From an optimization exercise on the open Yosys and OpenROAD flow, aimed at small area, a short achievable clock period and few clock cycles per item; shortcuts taken in it are not production practice. In this exercise RTL edits were held to simulation tests only and were not proved equivalent to the original.

===== constraint.sdc =====
create_clock -name core_clock -period 8.0 [get_ports {clk}]
set_input_delay 1.6000 -clock core_clock [delete_from_list [all_inputs] [get_ports {clk}]]
set_output_delay 1.6000 -clock core_clock [all_outputs]
set_load 0.01 [all_outputs]

===== run.sh =====
#!/bin/bash
# synth_recipe.tcl (not shown) runs the flow's synth.tcl, then flattens the netlist and writes it again
# the make line also repeats each setting of config.mk as NAME=value (left out here)
make -C /OpenROAD-flow-scripts/flow DESIGN_CONFIG=/design/flow/config.mk WORK_HOME=/design/flow/orfs CLKGATE_MAP_FILE= SYNTH_SCRIPT=/design/flow/synth_recipe.tcl finish

===== design.v =====
`timescale 1ns / 1ps
package bds_pkg;
  localparam int SBR_WIDTH   = 13;
  localparam int MAX_RATIO   = 32;
  localparam int FIRST_RATIO = 4;
  localparam int CLK_W       = 28;
  localparam int BAUD_W      = 23;
  localparam int OSR_W       = 5;
  localparam int RATIO_W     = 6;
  localparam int DIV_W       = 16;
  localparam int QUO_W       = 28;
  localparam int CNT_W       = 5;
  localparam logic [DIV_W-1:0] DIV_SAT = {DIV_W{1'b1}};
  localparam logic [OSR_W-1:0] EDGE_LOW  = OSR_W'(3);
  localparam logic [OSR_W-1:0] EDGE_HIGH = OSR_W'(6);
  typedef struct packed {
    logic [CLK_W-1:0]  clock_hz;
    logic [BAUD_W-1:0] baud_wanted;
  } query_t;
  typedef struct packed {
    logic [OSR_W-1:0]     osr_field;
    logic [SBR_WIDTH-1:0] sbr_divisor;
    logic                 both_edge;
    logic [CLK_W-1:0]     rate_error;
    logic                 divisor_overflow;
  } result_t;
  typedef struct packed {
    logic             start;
    logic [QUO_W-1:0] dividend;
    logic [QUO_W-1:0] divisor;
  } div_req_t;
  typedef struct packed {
    logic             done;
    logic [QUO_W-1:0] quotient;
  } div_rsp_t;
endpackage
`timescale 1ns / 1ps
module bds_divider
(
  input  logic [4:0] osr,      
  input  logic [4:0] rem_in,   
  input  logic [3:0] bits,     
  output logic [4:0] rem_out,
  output logic [3:0] quo
);
  logic [5:0] t [4];
  logic [4:0] m [5];
  always_comb begin
    m[0] = rem_in;
    for (int j = 0; j < 4; j++) begin
      t[j] = {m[j], bits[3 - j]};
      quo[3 - j] = t[j] > {1'b0, osr};
      m[j + 1] = quo[3 - j] ? 5'(t[j] - {1'b0, osr} - 6'd1) : t[j][4:0];
    end
    rem_out = m[4];
  end
endmodule
`timescale 1ns / 1ps
module baud_divisor_search
(
  input  logic    clk,
  input  logic    rst,
  input  logic    query_valid,
  output logic    query_stall,
  input  bds_pkg::query_t  query,
  output logic    result_valid,
  input  logic    result_stall,
  output bds_pkg::result_t result
);
  localparam logic [3:0] S_IDLE  = 4'd0;
  localparam logic [3:0] S_QDIV  = 4'd1;
  localparam logic [3:0] S_RATIO = 4'd2;
  localparam logic [3:0] S_SCAN  = 4'd3;
  localparam logic [3:0] S_CAND  = 4'd4;
  localparam logic [3:0] S_DIV   = 4'd5;
  localparam logic [3:0] S_LOADB = 4'd6;
  localparam logic [3:0] S_ESUB  = 4'd7;
  localparam logic [3:0] S_CMP   = 4'd8;
  localparam logic [3:0] S_FIN   = 4'd9;
  localparam logic [3:0] S_FIN2  = 4'd10;
  localparam logic [3:0] S_FSCAN = 4'd11;
  localparam logic [3:0] S_ACC   = 4'd12;
  localparam logic [3:0] S_OUT   = 4'd13;
  localparam logic [1:0] K_NORM = 2'd0;   
  localparam logic [1:0] K_BUMP = 2'd1;   
  localparam logic [1:0] K_SAT  = 2'd2;   
  localparam logic [1:0] K_ZERO = 2'd3;   
  logic [3:0]  state;
  logic        qs;
  logic [22:0] rem;
  logic [27:0] quo;
  logic [22:0] dvs;
  logic [4:0]  cnt;
  logic [20:0] qv;         
  logic        qbig;       
  logic [4:0]  osr;        
  logic [4:0]  mrem;       
  logic [5:0]  mmin;       
  logic [2:0]  grp;        
  logic        dffff;      
  logic [1:0]  kind;
  logic [27:0] best_err;
  logic [4:0]  best_osr;
  logic [1:0]  best_kind;
  logic [27:0] qc;
  logic [22:0] qb;
  assign qc = query.clock_hz;
  assign qb = query.baud_wanted;
  logic [23:0] trial;
  logic [24:0] diff;
  logic        fits;
  logic        skip;
  logic        last;
  logic [22:0] rem_step;
  logic [27:0] quo_step;
  logic [4:0]  cnt_step;
  assign trial = {rem, quo[27]};
  assign diff  = {1'b0, trial} - {2'b0, dvs};
  assign fits  = !diff[24];
  assign skip  = (cnt >= 5'd4) && (rem[22:19] == 4'd0) && ({rem[18:0], quo[27:24]} < dvs);
  always_comb begin
    if (skip) begin
      rem_step = {rem[18:0], quo[27:24]};
      quo_step = {quo[23:0], 4'b0};
      cnt_step = cnt - 5'd4;
      last     = (cnt == 5'd4);
    end else begin
      rem_step = fits ? diff[22:0] : trial[22:0];
      quo_step = {quo[26:0], fits};
      cnt_step = cnt - 5'd1;
      last     = (cnt == 5'd1);
    end
  end
  logic [2:0]  top;        
  logic [23:0] qpad;
  logic [3:0]  gbits;
  logic [4:0]  m_next;
  logic [3:0]  q4;
  logic [4:0]  ratio_m1;
  assign qpad = {3'b0, qv};
  always_comb begin
    if (|qpad[23:20])      top = 3'd5;
    else if (|qpad[19:16]) top = 3'd4;
    else if (|qpad[15:12]) top = 3'd3;
    else if (|qpad[11:8])  top = 3'd2;
    else if (|qpad[7:4])   top = 3'd1;
    else                   top = 3'd0;
    case (grp)
      3'd0:    gbits = qpad[3:0];
      3'd1:    gbits = qpad[7:4];
      3'd2:    gbits = qpad[11:8];
      3'd3:    gbits = qpad[15:12];
      3'd4:    gbits = qpad[19:16];
      default: gbits = qpad[23:20];
    endcase
  end
  bds_divider u_div (
    .osr     (osr),
    .rem_in  (mrem),
    .bits    (gbits),
    .rem_out (m_next),
    .quo     (q4)
  );
  logic        add_r;
  logic [6:0]  xadd;
  logic [21:0] qsum;
  logic [5:0]  ratio;
  assign ratio = {1'b0, osr} + 6'd1;
  assign xadd  = (add_r ? {1'b0, ratio} : 7'd0) - {2'b0, mrem};
  assign qsum  = {1'b0, qv} + {{15{xadd[6]}}, xadd};
  logic        inv;
  logic [27:0] esum;
  logic        lt;
  logic        ez;
  assign inv  = (kind == K_BUMP) || (kind == K_ZERO);
  assign esum = quo + {5'h1F, ~dvs} + {27'b0, !inv};
  assign lt   = quo < best_err;
  assign ez   = (quo == 28'd0);
  logic        go_bump;
  assign go_bump = (kind == K_NORM) && lt && (osr != 5'd3) && !dffff && !ez;
  logic        is_sat;
  logic        is_zero;
  assign is_sat  = qbig || (qv[20:16] > osr);
  assign is_zero = (qv[20:6] == 15'd0) && (qv[5:0] <= {1'b0, osr});
  always_comb begin
    add_r = 1'b1;
    if (state == S_CAND) add_r = 1'b0;
  end
  always_ff @(posedge clk) begin
    if (rst) begin
      state        <= S_IDLE;
      qs           <= 1'b1;
      result_valid <= 1'b0;
    end else begin
      qs <= 1'b1;
      case (state)
        S_IDLE: begin
          if (query_valid) state <= S_QDIV;
        end
        S_QDIV: begin
          if (last) state <= S_RATIO;
        end
        S_RATIO: begin
          if (is_sat || is_zero) state <= S_DIV;
          else                   state <= S_SCAN;
        end
        S_SCAN: begin
          if (grp == 3'd0) begin
            if ({1'b0, m_next} < mmin) state <= S_CAND;
            else if (osr == 5'd31)     state <= S_FIN;
          end
        end
        S_CAND: state <= S_DIV;
        S_DIV: begin
          if (last) state <= S_LOADB;
        end
        S_LOADB: state <= S_ESUB;
        S_ESUB:  state <= S_CMP;
        S_CMP: begin
          if (ez && kind != K_BUMP) begin
            state <= S_FIN;
          end else if (go_bump) begin
            state <= S_DIV;
          end else if (kind == K_ZERO) begin
            state <= S_FIN;
          end else if (kind == K_SAT) begin
            state <= (osr == 5'd31) ? S_FIN : S_RATIO;
          end else if (mrem == 5'd0) begin
            state <= (qv < 21'd32) ? S_RATIO : S_FIN;
          end else begin
            state <= (osr == 5'd31) ? S_FIN : S_SCAN;
          end
        end
        S_FIN: begin
          if (best_kind == K_SAT || best_kind == K_ZERO) state <= S_ACC;
          else if (best_kind == K_BUMP)                  state <= S_FIN2;
          else                                           state <= S_FSCAN;
        end
        S_FIN2:  state <= S_FSCAN;
        S_FSCAN: begin
          if (grp == 3'd0) state <= S_ACC;
        end
        S_ACC: begin
          state        <= S_OUT;
          result_valid <= 1'b1;
        end
        S_OUT: begin
          if (!result_stall) begin
            state        <= S_IDLE;
            result_valid <= 1'b0;
          end
        end
        default: state <= S_IDLE;
      endcase
      if (state == S_FSCAN && grp == 3'd0) qs <= 1'b0;
      if (state == S_FIN && (best_kind == K_SAT || best_kind == K_ZERO)) qs <= 1'b0;
    end
  end
  always_ff @(posedge clk) begin
    case (state)
      S_IDLE: begin
        quo      <= qc;
        rem      <= '0;
        dvs      <= qb;
        cnt      <= 5'd28;
        best_err <= '1;
        osr      <= 5'd3;
        mmin     <= 6'd32;
      end
      S_QDIV: begin
        rem <= rem_step;
        quo <= quo_step;
        cnt <= cnt_step;
        if (last) begin
          qv   <= quo_step[20:0];
          qbig <= |quo_step[27:21];
        end
      end
      S_RATIO: begin
        quo  <= qc;
        rem  <= '0;
        cnt  <= 5'd28;
        mrem <= '0;
        grp  <= top;
        dffff <= (top >= 3'd3);
        if (is_sat) begin
          dvs  <= {2'b0, osr, 11'h7FF, ~osr};
          kind <= K_SAT;
        end else begin
          dvs  <= {17'b0, ratio};
          kind <= K_ZERO;
        end
      end
      S_SCAN: begin
        mrem <= m_next;
        if (grp <= 3'd3) dffff <= dffff & (&q4);
        if (grp == 3'd0) begin
          if (!({1'b0, m_next} < mmin)) begin
            osr   <= osr + 5'd1;
            mrem  <= '0;
            grp   <= top;
            dffff <= (top >= 3'd3);
          end
        end else begin
          grp <= grp - 3'd1;
        end
      end
      S_CAND: begin
        dvs  <= qsum[22-1:0];
        quo  <= qc;
        rem  <= '0;
        cnt  <= 5'd28;
        kind <= K_NORM;
        mmin <= {1'b0, mrem};
      end
      S_DIV: begin
        rem <= rem_step;
        quo <= quo_step;
        cnt <= cnt_step;
      end
      S_LOADB: begin
        dvs <= qb;
      end
      S_ESUB: begin
        quo <= inv ? ~esum : esum;
      end
      S_CMP: begin
        if (lt || (ez && kind != K_BUMP)) begin
          best_err  <= quo;
          best_kind <= kind;
          if (kind != K_BUMP) best_osr <= osr;
        end
        dvs  <= qsum[22-1:0];
        quo  <= qc;
        rem  <= '0;
        cnt  <= 5'd28;
        kind <= K_BUMP;
        if (kind == K_SAT) begin
          osr <= osr + 5'd1;
        end else if (kind != K_ZERO && !go_bump) begin
          if (mrem == 5'd0) begin
            osr <= qv[4:0];
          end else begin
            osr <= osr + 5'd1;
          end
        end
        if (!go_bump) mrem <= '0;
        grp   <= top;
        dffff <= (top >= 3'd3);
      end
      S_FIN: begin
        osr  <= best_osr;
        mrem <= '0;
        quo  <= '0;
        grp  <= (best_kind == K_BUMP && top != 3'd5) ? top + 3'd1 : top;
        if (best_kind == K_SAT)  quo <= 28'd65535;
        if (best_kind == K_ZERO) quo <= 28'd1;
      end
      S_FIN2: begin
        qv <= qsum[20:0];
      end
      S_FSCAN: begin
        mrem <= m_next;
        quo  <= {quo[23:0], q4};
        grp  <= grp - 3'd1;
      end
      default: begin
      end
    endcase
  end
  assign query_stall = qs;
  always_comb begin
    result.osr_field        = best_osr;
    result.sbr_divisor      = quo[bds_pkg::SBR_WIDTH-1:0];
    result.both_edge        = (best_osr >= bds_pkg::EDGE_LOW) && (best_osr <= bds_pkg::EDGE_HIGH);
    result.rate_error       = best_err;
    result.divisor_overflow = |quo[15:bds_pkg::SBR_WIDTH];
  end
endmodule
`timescale 1ns / 1ps
module bds_top
(
  input  logic        clk,
  input  logic        rst,
  input  logic        query_valid,
  output logic        query_stall,
  input  logic [27:0] query_clock_hz,
  input  logic [22:0] query_baud_wanted,
  output logic        result_valid,
  input  logic        result_stall,
  output logic [4:0]  result_osr_field,
  output logic [12:0] result_sbr_divisor,
  output logic        result_both_edge,
  output logic [27:0] result_rate_error,
  output logic        result_divisor_overflow
);
  bds_pkg::query_t  query;
  bds_pkg::result_t result;
  assign query.clock_hz    = query_clock_hz;
  assign query.baud_wanted = query_baud_wanted;
  baud_divisor_search u_search (
    .clk          (clk),
    .rst          (rst),
    .query_valid  (query_valid),
    .query_stall  (query_stall),
    .query        (query),
    .result_valid (result_valid),
    .result_stall (result_stall),
    .result       (result)
  );
  assign result_osr_field        = result.osr_field;
  assign result_sbr_divisor      = result.sbr_divisor;
  assign result_both_edge        = result.both_edge;
  assign result_rate_error       = result.rate_error;
  assign result_divisor_overflow = result.divisor_overflow;
endmodule

===== config.mk =====
export PLATFORM = sky130hd
export DESIGN_NAME = bds_top
export DESIGN_NICKNAME = bds_top
export VERILOG_FILES = /design/flow/design.v
export SDC_FILE = /design/flow/constraint.sdc
export NUM_CORES = 4
export LEC_CHECK = 0
export CAP_MARGIN = 20
export CORE_MARGIN = 2
export CORE_UTILIZATION = 40
export SLEW_MARGIN = 20

==> results_dict.tcl <==
set metrics [dict create \
    max_stage_delay_ns 0.50 \
    slew_violations 0 \
    hold_slack_ns 0.515 \
    crit_required_ns 8.22 \
    gp_congestion 0.946 \
    setup_viol 18 \
    nets 2122 \
    syn-num-nets 1956 \
    dp.cells 2350 \
    synth-edff-count 158 \
    place_ws_ns -0.505 \
    tightestPinTransition_ns 1.07 \
    syn_to_final_growth_pct 21.8 \
    cp_slowest_cell "edfxtp_1" \
    routed_wirelength_mm 53.0 \
    fin_crit_ns 8.36 \
    path_clk_slew_ns 0.07 \
    rsz0062_at_grt "true" \
    fmax_ghz 0.120 \
    io_pins 105 \
    max_slew_margin_pct 28.7 \
    status "failed layout checks" \
    clkLatencyLatePin_ns 0.46 \
    drv_cap 0 \
    synthFlopType "edfxtp_1" \
    clock_skew_ns 0.0148 \
    rows 71 \
    detailroute.via_count 14300 \
    hold_viol_final 0 \
    fp.dieW_um 200 \
    avgRoutedWirePerCell_um 22.0 \
    hpwl_mm 40.8 \
    cts_buffers 17 \
    cts_tree "yes" \
    synth_seq_cells 164 \
    syn_inst 1719 \
    floorplan.initialDensity_pct 40.8 \
    cp_max_fo 7 \
    grt-ovfl-total 0 \
    criticalPathCategory "reg -> reg" \
    drc 0 \
    n_antenna_cell 0 \
    so.violations "negative setup slack" \
    worst_slack_ns -0.359 \
    core_area_um2 37800 \
    drive_above_1_share_pct 13.4 \
    htree_num_levels 4 \
    final_cell_mix "159 x ha_1, 158 x edfxtp_1, 134 x a21oi_1" \
    clockRootBuffer "clkbuf_16" \
    instances_no_fill 2409 \
    io_buffers 104 \
    grt_max_degree 50 \
    crit_arrival_ns 8.58 \
    viasPerCell 5.94 \
    yosysSeqAreaShare_pct 31.6 \
    start_kind "flop" \
    endpoint_kind "flop" \
    clockBufferDepth 2 \
    synth_cell_types 81 \
    cts.sinks 164 \
    layout_commonest_cell "ha_1" \
    grt_pass1_vias 13900 \
    first_iter_violations 1182 \
    hold_path.class "reg -> reg" \
    floorplan.die_area_um2 40100 \
    drtPass1Iterations 6 \
    die_h_um 200 \
    grt_pass1_wl_mm 81.0 \
    drtAntennaViolNets 0 \
    cts-hold-fix-buffers 0 \
    period_share_pct 104 \
    yosysWarnings 4 \
    antenna_found_initial 0 \
    track_usage_pct 26.0 \
    cpMostUsedCell "ha_4" \
    synth.avg_cell_area_um2 8.96 \
    synth_area_um2 15400 \
    async_reset_ff_share_pct 0 \
]
-- final cells by class --
| cell class | instances | area, um2 |
|---|---|---|
| flip-flops and latches | 164 | 4860 |
| clock inverters | 13 | 150 |
| fillers | 3554 | 19000 |
| well taps | 511 | 639 |
| inverters | 119 | 447 |
| repair buffers | 227 | 1980 |
| multi-input cells | 1356 | 10200 |
| clock buffers | 19 | 433 |
-- registers in the layout, indices dropped and copies added (netlist names), 6 cells and up --
register           cells
u_search.dvs          23
u_search.mmin          6
u_search.qv           21
u_search.rem          23
u_search.quo          28
u_search.best_err     28
-- final timing paths --
path                         startpoint               endpoint  slack, ns  depth (start not counted)
setup / recovery        u_search.grp[0]        u_search.grp[1]      -0.36                         40
setup reg to reg        u_search.grp[0]        u_search.grp[1]      -0.36                         40
hold / removal    u_search.result_valid  u_search.result_valid       0.51                          2
hold reg to reg   u_search.result_valid  u_search.result_valid       0.51                          2
-- kinds of logic (layout without fill, tap and decap cells) --
kind of cell	Yosys count	after routing	share of synthesized area (%)
simple gates	513	513	16.5
compound gates	510	510	22.4
buf+inv	199	378	5.26
mux	51	51	3.40
fa+ha+maj	182	182	15.2
flops	164	164	31.6
xor+xnor	100	100	5.69
-- Yosys cell counts, types with 8 or more instances --
cell / count / area, um2
xnor2_1: 68 / 596
clkbuf_1: 51 / 191
xor2_1: 32 / 280
mux2_2: 8 / 90.1
or2_2: 14 / 87.6
buf_2: 8 / 40.0
ha_1: 174 / 2180
a221o_1: 23 / 230
a22oi_1: 12 / 90.1
a311oi_1: 17 / 149
and2_1: 12 / 75.1
o221ai_1: 11 / 96.3
or3_1: 14 / 87.6
o21bai_1: 8 / 60.1
a21o_1: 48 / 360
nand2b_1: 49 / 307
edfxtp_1: 158 / 4740
nor2b_1: 28 / 175
buf_4: 14 / 105
o31ai_1: 10 / 75.1
nand2_1: 132 / 495
a211oi_1: 21 / 158
nor4_1: 19 / 119
and3_1: 17 / 106
nor3_1: 36 / 180
a221oi_1: 8 / 70.1
mux2i_1: 40 / 400
fa_1: 8 / 160
o21a_1: 19 / 143
inv_1: 119 / 447
a31oi_1: 13 / 81.3
o211ai_1: 12 / 90.1
a222oi_1: 8 / 80.1
a21oi_1: 141 / 706
o21ai_0: 86 / 430
nand3_1: 37 / 185
nor2_1: 120 / 450
o21ai_1: 10 / 50.1
nand4_1: 9 / 56.3
-- layer usage --
layer | vias to the layer above | GRT usage [%] | part of all wire (%)
li1 | 6751 | - | -
met1 | 6944 | 35.0 | 44
met2 | 527 | 42.2 | 46
met3 | 84 | 3.81 | 6.0
met4 | 0 | 9.57 | 3.4
met5 | - | 0 | 0
-- through the flow --
stage                     utilization (%)  setup TNS, ns  cell area (um2)
after floorplan                         -          -1.57            15600
after global placement               46.9          -4.60            17700
after global routing                 49.7         -10.60            18800
after detailed placement             46.9          -7.62            17700
after CTS                            49.1          -3.54            18600
final                                49.7          -5.52            18800
-- critical path: cells and delay by family, from the launching register on --
family | cells | cell delay (ns)
AOI/OAI and AO/OA | 13 | 2.17
and+or+nand+nor | 9 | 1.65
muxes | 4 | 1.20
adders and majority gates | 7 | 1.57
xor gates and xnor gates | 1 | 0.20
buffers and inverters | 6 | 0.84
DFF | 1 | 0.50
-- timing repair --
item / 4_1_cts / 5_1_grt
buffers inserted: 18 / 10
resized for setup: 26 / 25
cloned: 0 / 0
pin swaps: 43 / 30
endpoints found under the setup margin: 18 / 18
endpoints found under the hold margin: 0 / 0
Testbench counts, summed over its fixed seeds: cycles 23,637, queries 256.

port drivers added, routing unchanged:
The results above use ideal ports. As a check the final layout listed here was re-extracted and re-timed, cells and wires unchanged. Step 1 sets driving cells, clkbuf_16 on the clock port and buf_2 on the other inputs (assumed; they add their load-dependent delay and slew). Step 2 times the ports against the registers' clock, not the clock port: input delays grow and output delays shrink by t, the midpoint of the rising clock arrivals with the driver on. a / b / c = ideal ports / drivers / drivers and shift; a / b = the first two.
shift t [ns]: 0.510
setup slack, ns: -0.359 / -0.359 / -0.359
worst setup path at the end: register to register
For this run, drivers alone change the setup slack by 0.000 ns; drivers and shift together by 0.000 ns.
